This is an optimization exercise on Yosys and OpenROAD, whose aim is small area and a short achievable clock period, not a production implementation. In this exercise RTL edits were held to simulation tests only and were not proved equivalent to the original. No activity file was given, so power comes from the tool's default toggle rates.

## design.v

```verilog
package dm_pkg;
    localparam int unsigned DM_DATA_W = 16;
    localparam int unsigned DM_ADDR_W = 16;
    typedef enum logic [1:0] {
        IDLE = 2'd0,
        WAIT = 2'd1,
        DONE = 2'd2
    } dm_state_t;
    typedef enum logic {
        OP_RD = 1'b0,
        OP_WR = 1'b1
    } dm_op_t;
endpackage
module dm_array
#(
    parameter int unsigned DEPTH = 256,
    parameter int unsigned AW    = 8
) (
    input  logic                         clk,
    input  logic                         en,
    input  logic                         we,
    input  logic [AW-1:0]                addr,
    input  logic [dm_pkg::DM_DATA_W-1:0] wdata,
    output logic [dm_pkg::DM_DATA_W-1:0] rdata
);
    logic [dm_pkg::DM_DATA_W-1:0] mem [DEPTH];
    always_ff @(posedge clk) begin
        if (en) begin
            if (we) begin
                mem[addr] <= wdata;
            end else begin
                rdata <= mem[addr];
            end
        end
    end
endmodule
module data_memory_responder
#(
    parameter int unsigned DEPTH = 256,
    parameter int unsigned LAT   = 2
) (
    input  logic        clk,
    input  logic        rst_n,
    input  logic [15:0] DMADDR,
    input  logic [15:0] DMDIN,
    input  logic        RD,
    input  logic        WR,
    output logic [15:0] DMDOUT,
    output logic        BUSY,
    output logic        DONE,
    output logic        ERR
);
    localparam int unsigned AW       = (DEPTH > 1) ? $clog2(DEPTH) : 1;
    localparam logic [3:0]  CNT_INIT = 4'(LAT - 1);
    dm_pkg::dm_state_t            state_q, state_d;
    dm_pkg::dm_op_t               op_q, op_d;
    logic [3:0]           cnt_q, cnt_d;
    logic [dm_pkg::DM_ADDR_W-1:0] addr_q, addr_d;
    logic [dm_pkg::DM_DATA_W-1:0] data_q, data_d;
    logic [dm_pkg::DM_DATA_W-1:0] dout_q, dout_d;
    logic                 busy_q, busy_d;
    logic                 done_q, done_d;
    logic                 err_q, err_d;
    logic                 ram_en, ram_we;
    logic [AW-1:0]        ram_addr;
    logic [dm_pkg::DM_DATA_W-1:0] ram_rdata;
    logic                 addr_ok_c;
    logic                 req_addr_ok_c;
    assign addr_ok_c     = 32'(addr_q) < DEPTH;
    assign req_addr_ok_c = 32'(DMADDR) < DEPTH;
    dm_array #(
        .DEPTH (DEPTH),
        .AW    (AW)
    ) u_array (
        .clk   (clk),
        .en    (ram_en),
        .we    (ram_we),
        .addr  (ram_addr),
        .wdata (data_q),
        .rdata (ram_rdata)
    );
    always_comb begin
        state_d  = state_q;
        op_d     = op_q;
        cnt_d    = cnt_q;
        addr_d   = addr_q;
        data_d   = data_q;
        dout_d   = dout_q;
        done_d   = 1'b0;
        err_d    = 1'b0;
        ram_en   = 1'b0;
        ram_we   = 1'b0;
        ram_addr = AW'(addr_q);
        case (state_q)
            dm_pkg::IDLE: begin
                if (RD || WR) begin
                    addr_d  = DMADDR;
                    data_d  = DMDIN;
                    op_d    = WR ? dm_pkg::OP_WR : dm_pkg::OP_RD;
                    cnt_d   = CNT_INIT;
                    state_d = dm_pkg::WAIT;
                    if (LAT == 1 && !WR && req_addr_ok_c) begin
                        ram_en   = 1'b1;
                        ram_addr = AW'(DMADDR);
                    end
                end
            end
            dm_pkg::WAIT: begin
                if (cnt_q == 4'd0) begin
                    state_d = dm_pkg::DONE;
                    done_d  = 1'b1;
                    err_d   = !addr_ok_c;
                    if (op_q == dm_pkg::OP_RD) begin
                        dout_d = addr_ok_c ? ram_rdata : '0;
                    end else if (addr_ok_c) begin
                        ram_en = 1'b1;
                        ram_we = 1'b1;
                    end
                end else begin
                    cnt_d = cnt_q - 4'd1;
                    if (cnt_q == 4'd1 && op_q == dm_pkg::OP_RD && addr_ok_c) begin
                        ram_en = 1'b1;
                    end
                end
            end
            dm_pkg::DONE: begin
                state_d = dm_pkg::IDLE;
            end
            default: begin
                state_d = dm_pkg::IDLE;
            end
        endcase
        busy_d = (state_d != dm_pkg::IDLE);
    end
    always_ff @(posedge clk or negedge rst_n) begin
        if (!rst_n) begin
            state_q <= dm_pkg::IDLE;
            op_q    <= dm_pkg::OP_RD;
            cnt_q   <= 4'd0;
            addr_q  <= '0;
            data_q  <= '0;
            dout_q  <= '0;
            busy_q  <= 1'b0;
            done_q  <= 1'b0;
            err_q   <= 1'b0;
        end else begin
            state_q <= state_d;
            op_q    <= op_d;
            cnt_q   <= cnt_d;
            addr_q  <= addr_d;
            data_q  <= data_d;
            dout_q  <= dout_d;
            busy_q  <= busy_d;
            done_q  <= done_d;
            err_q   <= err_d;
        end
    end
    assign DMDOUT = dout_q;
    assign BUSY   = busy_q;
    assign DONE   = done_q;
    assign ERR    = err_q;
endmodule
```

## run.sh

```bash
#!/bin/bash
# synth_recipe.tcl (not shown) runs the flow's synth.tcl, then flattens the netlist and writes it again
# the make line also repeats each setting of config.mk as NAME=value (left out here)
make -C /OpenROAD-flow-scripts/flow DESIGN_CONFIG=/design/flow/config.mk WORK_HOME=/design/flow/orfs CLKGATE_MAP_FILE= SYNTH_SCRIPT=/design/flow/synth_recipe.tcl finish
```

## config.mk

```make
export PLATFORM = sky130hd
export DESIGN_NAME = data_memory_responder
export DESIGN_NICKNAME = data_memory_responder
export VERILOG_FILES = /design/flow/design.v
export SDC_FILE = /design/flow/constraint.sdc
export NUM_CORES = 4
export LEC_CHECK = 0
export CAP_MARGIN = 20
export CORE_MARGIN = 2
export CORE_UTILIZATION = 45
export SLEW_MARGIN = 20
```

## constraint.sdc

```tcl
create_clock -name core_clock -period 5.0 [get_ports {clk}]
set_input_delay 1.0000 -clock core_clock [delete_from_list [all_inputs] [get_ports {clk}]]
set_output_delay 1.0000 -clock core_clock [all_outputs]
set_load 0.01 [all_outputs]
```

==> results.toml <==
[power_and_ir_drop]
cell_internal_pwr_uw = 71670
clkPwrFrac_pct = 29.2
p_total_uw = 105200
p_sw_uw = 33520
power_density_mw_per_mm2 = 580.1
p_seq_share_pct = 42.9
swShare_pct = 31.86
combPwrFrac_pct = 27.9
ir_worst_vdd_mv = 0.5687
cellLeakagePower_uw = 0.05642

[clock_tree]
htree_levels = 5
cts_root_buf = "clkbuf_16"
postCtsSetupBuffers = 0
clockBufferDepth = 4
cts_resized = 0
cts_tree = "yes"
clock_latency_ps = 990
path_clk_slew_ps = 60
cts.sinks = 4170
cts_inserted_buffers = 417
cts_hold_buffers = 0

[timing]
tightest_slew_ps = 1256
max_freq_mhz = 222.3
fin_skew_ps = 87.56
fin_crit_ps = 4498
setup_viol = 0
fin_crit_sh_pct = 89.96
rsz0062_at_grt = "false"
drv_slew = 0
hold_viol_final = 0
setup_tns_ps = 0
relSlewSlack_pct = 16.25

[route]
ant_nets = 0
drt_iter0_markers = 10850
drt-vias-per-instance = 6.204
drt-pass1-iter-count = 6
wl_per_cell_um = 33.69
remaining_drc_errors = 0
postRouteWirelength_um = 422300
num_vias = 77770

[global_route]
grt_usage_pct = 23.54
first_global_vias = 77270
grt_max_degree = 185
grt-ovfl-total = 0
antenna_found_initial = 19
grt_first_pass_wirelength_um = 595600

[cells_and_area]
final_cell_area_sq_mm = 0.1813
drive_gt1_share_pct = 28.60
syn_to_final_growth_pct = 14.97
stdcell_count = 12540
final_nets = 7624
fillers = 26860

[synth]
synth_nets = 7000
synth_area_leaders = "edfxtp_1 (78%), mux4_2 (15%), a22oi_1 (2.4%), dfrtp_1 (0.92%), a21oi_1 (0.82%)"
yosysSeqAreaShare_pct = 79.22
yosys.area.top_type = "edfxtp_1"
netlist_top_cells_count = "edfxtp_1 (4,112), mux4_2 (1,024), a22oi_1 (512)"
ys.warnings.count = 2
ys_seq_elements = 4170
synth_area_sq_mm = 0.1577
synth_most_common_cell = "edfxtp_1"
synthCells = 6961
synth_top_area_share_pct = 78.30
ys.flop_type = "edfxtp_1"
synth-edff-count = 4112
ys_types = 36
synth-async-reset-ratio_pct = 1.391
post_synth.cell_area_avg_sq_um = 22.65

[placement]
post_dp_cell_area_sq_mm = 0.1680
place_inst = 11770
port_buffers = 54
gp_congestion = 0.8179
dp_hpwl_um = 246900

[setup_path]
criticalPathCategory = "reg2reg"
crit_required_ps = 5670
worst-path-buf-inv = 2
slowest_stage = "o41ai_1"
cpPeakStageDelay_ps = 940
cp-start-kind = "flop"
cp-end-kind = "flop"
cp_top_family = "compound AO/OA/AOI/OAI gates"
cp_max_fo = 69
worstPathArrival_ps = 5160
path_cells = "buf_12 > mux4_2 > a22oi_1 > a21oi_1 > o41ai_1 > buf_4 > nand4_1"

[outcome]
status = "timing/DRC/antenna clean"

[die]
die_y_um = 596.0
core-area_sq_mm = 0.3492
initial_core_util_pct = 45.17
rows = 217
io_pins = 55
die_w_um = 596.0
dieArea_sq_mm = 0.3552

[worst_hold_path]
hp-class = "in2async"

[job]
cap_violations = 0
## cell type report
cell class / instances / area [sq um] / area share, %
Sequential cell: 4170 / 125000 / 68.94
Multi-Input combinational cell: 2362 / 31320 / 17.27
Clock buffer: 515 / 10970 / 6.052
Timing Repair Buffer: 630 / 5899 / 3.254
Tap cell: 4599 / 5754 / 3.174
Clock inverter: 250 / 2337 / 1.289
Inverter: 4 / 15.01 / 0.008281
Antenna cell: 6 / 15.01 / 0.008281
## worst register-to-register path, stage by stage (launching register included)
cell     delay, ps
dfrtp_4        880
buf_12         610
mux4_2         680
a22oi_1        420
a21oi_1        300
o41ai_1        940
buf_4          290
nand4_1         90
## cell families (layout without fill, tap and decap cells)
family | after synthesis | count (layout) | synth area share, %
AOI/OAI and AO/OA | 838 | 838 | 3.629
and+or+nand+nor | 495 | 495 | 1.284
buffers and inverters | 429 | 1399 | 1.209
DFF | 4170 | 4170 | 79.22
muxes | 1024 | 1024 | 14.62
other | 0 | 6 | 0
xor gates and xnor gates | 2 | 2 | 0.01111
adders and majority gates | 3 | 3 | 0.02380
## final timing paths
path | slack, ps | endpoint | from | depth (start not counted)
setup / recovery | 500 | u_array.rdata[4]$_DFFE_PP_ | addr_q[0]$_DFFE_PN0P_ | 7
min in group core_clock | 470 | addr_q[12]$_DFFE_PN0P_ | addr_q[12]$_DFFE_PN0P_ | 2
hold reg to reg | 470 | addr_q[12]$_DFFE_PN0P_ | addr_q[12]$_DFFE_PN0P_ | 2
max in group asynchronous | 3980 | data_q[15]$_DFFE_PN0P_ | rst_n | 1
setup reg to reg | 500 | u_array.rdata[4]$_DFFE_PP_ | addr_q[0]$_DFFE_PN0P_ | 7
hold / removal | 180 | state_q[1]$_DFF_PN0_ | rst_n | 1
## layer usage
| layer | share of wire (%) | up-vias | global-route usage [%] |
|---|---|---|---|
| met5 | 0.0054 | - | 0 |
| met4 | 2.9 | 4 | 6.528 |
| met3 | 9.0 | 532 | 4.389 |
| met2 | 48 | 3770 | 37.01 |
| met1 | 41 | 42410 | 34.01 |
| li1 | - | 31060 | - |
## stage by stage
stage          util (%)  worst slack (ps)  hold WS [ps]
2_1_floorplan         -              1013         437.0
6_report          51.93             502.1         180.1
5_1_grt           51.92             342.2         206.7
3_5_place_dp      48.11             372.6         463.4
4_1_cts           51.92             349.2         139.8
3_3_place_gp      48.05            -643.0         454.2
## power by group through the flow
stage,clock (uW),combinational (uW),sequential [uW]
6_report,30700,29400,45100
5_1_grt,32400,30900,45200
4_1_cts,31100,29700,45100
3_5_place_dp,0,29600,45800
3_3_place_gp,0,29100,45700
2_1_floorplan,0,14900,47800
## flip-flops by register name (all words and copies together), names as in the netlist
name           count
cnt_q              4
u_array.rdata     16
dout_q            16
busy_q             1
u_array.mem     4096
err_q              1
done_q             1
state_q            2
data_q            16
addr_q            16
op_q               1
## cell usage in the layout (no fill, tap or decap), types with 4 or more instances in the layout
cell type | netlist | final
a21oi_1 | 258 | 258
a22oi_1 | 512 | 512
buf_12 | 0 | 83
buf_4 | 20 | 491
bufinv_16 | 0 | 40
clkbuf_1 | 253 | 90
clkbuf_16 | 0 | 425
clkdlybuf4s50_1 | 0 | 53
clkinv_1 | 0 | 105
clkinv_2 | 0 | 74
clkinvlp_4 | 0 | 8
dfrtp_1 | 58 | 40
dfrtp_4 | 0 | 18
diode_2 | 0 | 6
edfxtp_1 | 4112 | 4112
inv_1 | 4 | 4
inv_16 | 0 | 4
inv_6 | 0 | 11
mux4_2 | 1024 | 1024
nand2_1 | 164 | 151
nand2_2 | 0 | 12
nand3_1 | 21 | 17
nand3_2 | 0 | 4
nand4_1 | 16 | 16
nor2_1 | 268 | 250
nor2_2 | 0 | 17
nor2b_1 | 6 | 4
o41ai_1 | 64 | 33
o41ai_2 | 0 | 27
o41ai_4 | 0 | 4

[separate check: timing with driven ports]
The flow's constraints put no driver on any port. The routed layout listed below was extracted and timed again, unchanged, in two steps.
Step 1 assumes that a clkbuf_16 drives the clock port and a buf_2 every other input.
Step 2 adds t to the input delays and takes it off the output delays; t is the mean of the earliest and latest rising clock arrival at the registers after step 1. Input paths then give back, and output paths get back, about the clock's delay inside the block.
Slacks: ideal ports / drivers / drivers and shift; pairs: ideal ports / drivers.
shift t [ns]: 1.050
setup WS [ns]: 0.502 / 0.502 / 0.502
worst setup path after step 2: register to register
After both steps this run still meets setup and hold. For this run, drivers alone change the setup slack by 0.000 ns; drivers and shift together by 0.000 ns.
